Source: an optimization exercise on an open RTL-to-GDS flow (aim: small area and few clock cycles per item). Production flows keep margins and buffers that such runs may drop.
The RTL was checked by simulation tests, not by an equivalence proof against the original design.

run 1:
==> flow/design.v (excerpt) <==
module fp_mult_pipe #(
    parameter int EXP_W = 8,
    parameter int MAN_W = 23
) (
    input  logic                   clk,
    input  logic                   rst_n,
    input  logic                   in_valid,
    output logic                   in_ready,
    input  logic [EXP_W+MAN_W:0]   a,
    input  logic [EXP_W+MAN_W:0]   b,
    output logic                   out_valid,
    input  logic                   out_ready,
    output logic [EXP_W+MAN_W:0]   product,
    output logic [4:0]             flags
);
Size: roughly 110 I/O pins, about 16000 um2 of cells after synthesis.
clock: 7.5 ns
lec_check: 0
cap_margin: 20
core_margin: 2
core_utilization: 40
gpl_timing_driven: 0
setup_slack_margin: 0.05
slew_margin: 20
synth_hierarchical: 1
standard.sh (not shown) runs the stock make flow with config.mk's settings and CLKGATE_MAP_FILE= SYNTH_SCRIPT=/design/flow/synth_recipe.tcl, a recipe that flattens the netlist after the stock synthesis.
==> flow/flow/run.sh <==
#!/bin/bash
# Standard layout with two changes: the port buffers are buf_2 cells, and right
# after synthesis every combinational cell is set to its smallest drive strength
# (the standard repair steps then size up what timing and slew need).
set -euo pipefail
export BUFFER_PORTS_ARGS="-buffer_cell sky130_fd_sc_hd__buf_2"
bash standard.sh synth > synth.log 2>&1
DS_ODB="$PWD/orfs/results/$FLOW_PLATFORM/fp_mult_pipe/base/1_synth.odb" \
DS_LIB="$FLOW_HOME/platforms/$FLOW_PLATFORM/lib/sky130_fd_sc_hd__tt_025C_1v80.lib" \
DS_MAP="$PWD/flow/downsize_map.txt" \
  openroad -no_init -exit flow/downsize.tcl > downsize.log 2>&1
bash standard.sh > standard.log 2>&1
Other scripts of this flow, unchanged in this note and not shown: flow/flow/downsize.tcl, flow/flow/downsize_map.txt
Testbench counts of run 1, summed over its fixed seeds: cycles 8,008, items 8,000.
Changes in run 2 relative to run 1:
- SLEW_MARGIN now 0, was 20
- CAP_MARGIN now 0, was 20
diff --git a/flow/flow/run.sh b/flow/flow/run.sh
--- a/flow/flow/run.sh
+++ b/flow/flow/run.sh
@@ -11,0 +12 @@
+export SKIP_GATE_CLONING=1
[summary]
Run 1 → run 2: largest net degree at the start of global routing now larger; worst hold slack now smaller; number of vias in the routed layout now smaller; via count normalized by instance count now smaller. Final setup skew delta (run 2 -> run 1): insignificant. Any difference in met2 usage between run 1 and run 2 is small enough to ignore. A slowest cell on the critical path of fa_1 is what run 2 shows, while xnor2_4 belongs to run 1.
Modified inputs, run 3 compared to run 2
- a change of SLEW_MARGIN from 0 to 20
- a change of GPL_TIMING_DRIVEN from 0 to 1
- a change of CAP_MARGIN from 0 to 20
[summary]
Taking run 2 as the reference point, the portion of the clock cycle consumed by the worst path in the final layout of run 3 falls by 1.2 points. Relative to run 2, run 3 improves first-pass GRT wire length. In the final reports, the cell area of run 3 is smaller than that of run 2. From run 2 to run 3 the numbers moved as follows: sequential cell count comparable.
--- input diff run 3..run 4 ---
diff --git a/flow/flow/run.sh b/flow/flow/run.sh
--- a/flow/flow/run.sh
+++ b/flow/flow/run.sh
@@ -12,0 +13 @@
+export POST_GLOBAL_PLACE_TCL="$PWD/flow/post_gpl.tcl"
==> flow/flow/post_gpl.tcl (new file) <==
# After timing-driven global placement: take out the buffers it inserted
# (the port buffers stay); the resize and CTS repair steps add back what
# slew, capacitance and timing need.
set bufs [get_cells -quiet place*]
puts "post_gpl: removing [llength $bufs] placement buffers"
if { [llength $bufs] > 0 } {
  remove_buffers $bufs
}
Delta (run 4 minus run 3): worst setup slack went down, number of non-clock buffers in the layout went down.
Status: hold buffer count at CTS parity (run 4, run 3)
Of the two values seen for source of the critical timing path, b[17] was produced by run 3 and b[3] by run 4.
Run 3 | stages: all done | timing, DRC, antenna: all pass
Run 4 has completed all stages; timing, DRC and antenna checks passed.


fp_mult_pipe again, from the RTL that the note above started with.
==> flow/config.mk <==
export PLATFORM = sky130hd
export DESIGN_NAME = fp_mult_pipe
export DESIGN_NICKNAME = fp_mult_pipe
export VERILOG_FILES = /design/flow/design.v
export SDC_FILE = /design/flow/constraint.sdc
export NUM_CORES = 4
export LEC_CHECK = 0
export CAP_MARGIN = 20
export CORE_MARGIN = 2
export CORE_UTILIZATION = 40
export GPL_TIMING_DRIVEN = 0
export SETUP_SLACK_MARGIN = 0.05
export SLEW_MARGIN = 20
export SYNTH_HIERARCHICAL = 1
==> flow/constraint.sdc <==
create_clock -name core_clock -period 7.5 [get_ports {clk}]
set_input_delay 1.5000 -clock core_clock [delete_from_list [all_inputs] [get_ports {clk}]]
set_output_delay 1.5000 -clock core_clock [all_outputs]
set_load 0.01 [all_outputs]
==> flow/flow/run.sh <==
#!/bin/bash
# Standard layout with two changes: the port buffers are buf_2 cells, and right
# after synthesis every combinational cell is set to its smallest drive strength
# (the standard repair steps then size up what timing and slew need).
set -euo pipefail
export BUFFER_PORTS_ARGS="-buffer_cell sky130_fd_sc_hd__buf_2"
bash standard.sh synth > synth.log 2>&1
DS_ODB="$PWD/orfs/results/$FLOW_PLATFORM/fp_mult_pipe/base/1_synth.odb" \
DS_LIB="$FLOW_HOME/platforms/$FLOW_PLATFORM/lib/sky130_fd_sc_hd__tt_025C_1v80.lib" \
DS_MAP="$PWD/flow/downsize_map.txt" \
  openroad -no_init -exit flow/downsize.tcl > downsize.log 2>&1
export SKIP_GATE_CLONING=1
bash standard.sh > standard.log 2>&1
Other scripts of this flow, unchanged in this note and not shown: flow/flow/downsize.tcl, flow/flow/downsize_map.txt
Testbench counts at the start, summed over its fixed seeds: cycles 8,008, items 8,000.
Then changed:
--- a/flow/flow/run.sh
+++ b/flow/flow/run.sh
@@ -10,4 +10,3 @@
 DS_MAP="$PWD/flow/downsize_map.txt" \
   openroad -no_init -exit flow/downsize.tcl > downsize.log 2>&1
-export SKIP_GATE_CLONING=1
 bash standard.sh > standard.log 2>&1
- SETUP_SLACK_MARGIN: 0.05 -> 0.0
After rerunning:
- clock-buffer cell count came out higher by 1
- routed wire length rises by 3.3%
- worst setup slack got worse by 71 ps
- sequential share of layout area stays flat
- register-to-register slack barely changes
- utilization grows by 0.39 points
Then changed:
--- a/flow/flow/run.sh
+++ b/flow/flow/run.sh
@@ -10,3 +10,4 @@
 DS_MAP="$PWD/flow/downsize_map.txt" \
   openroad -no_init -exit flow/downsize.tcl > downsize.log 2>&1
+export SKIP_GATE_CLONING=1
 bash standard.sh > standard.log 2>&1
- GPL_TIMING_DRIVEN: 0 -> 1
Result: The changed run completed without violations; setup slack gains 80 ps; final cell count rose slightly; global-route usage falls by 0.82 points.

-- separate check: timing with driven ports --
How much do the figures lean on ideal ports? The routed layouts below were timed once more, with nothing changed but the port constraints. Step 1 sets driving cells, clkbuf_16 on the clock port and buf_2 on the other inputs (assumed; they add their load-dependent delay and slew). Step 2, shift: input delay + t, output delay - t, t = (earliest + latest rising clock arrival at the registers) / 2. This alone moves slack from input paths to output paths. a / b / c = no drivers / after step 1 / after step 2; a / b = the first two.
run | shift t [ns] | slack for setup (ns) | hold WS [ns] | worst register clock-pin slew, ns
run 1 | 0.322 | 0.197 / 0.083 / -0.239 | 0.702 / 0.702 / 0.702 | 0.06 / 0.06
run 2 | 0.320 | 0.206 / 0.200 / -0.120 | 0.581 / 0.581 / 0.581 | 0.06 / 0.06
run 3 | 0.322 | 0.292 / 0.307 / -0.014 | 0.854 / 0.854 / 0.854 | 0.06 / 0.06
run 4 | 0.324 | 0.208 / -0.712 / -1.036 | 0.908 / 0.878 / 0.996 | 0.06 / 0.06
the first run of note 2 | 0.325 | 0.186 / 0.164 / -0.161 | 0.701 / 0.701 / 0.701 | 0.06 / 0.06
the second run of note 2 | 0.330 | 0.115 / 0.096 / -0.233 | 0.687 / 0.687 / 0.687 | 0.06 / 0.06
the third run of note 2 | 0.328 | 0.195 / 0.215 / -0.113 | 0.854 / 0.854 / 0.854 | 0.06 / 0.06
Met with ideal ports but missed after step 2: setup timing in every run listed. For run 4, which loses most, drivers alone change the setup slack by -0.920 ns; drivers and shift together by -1.244 ns.
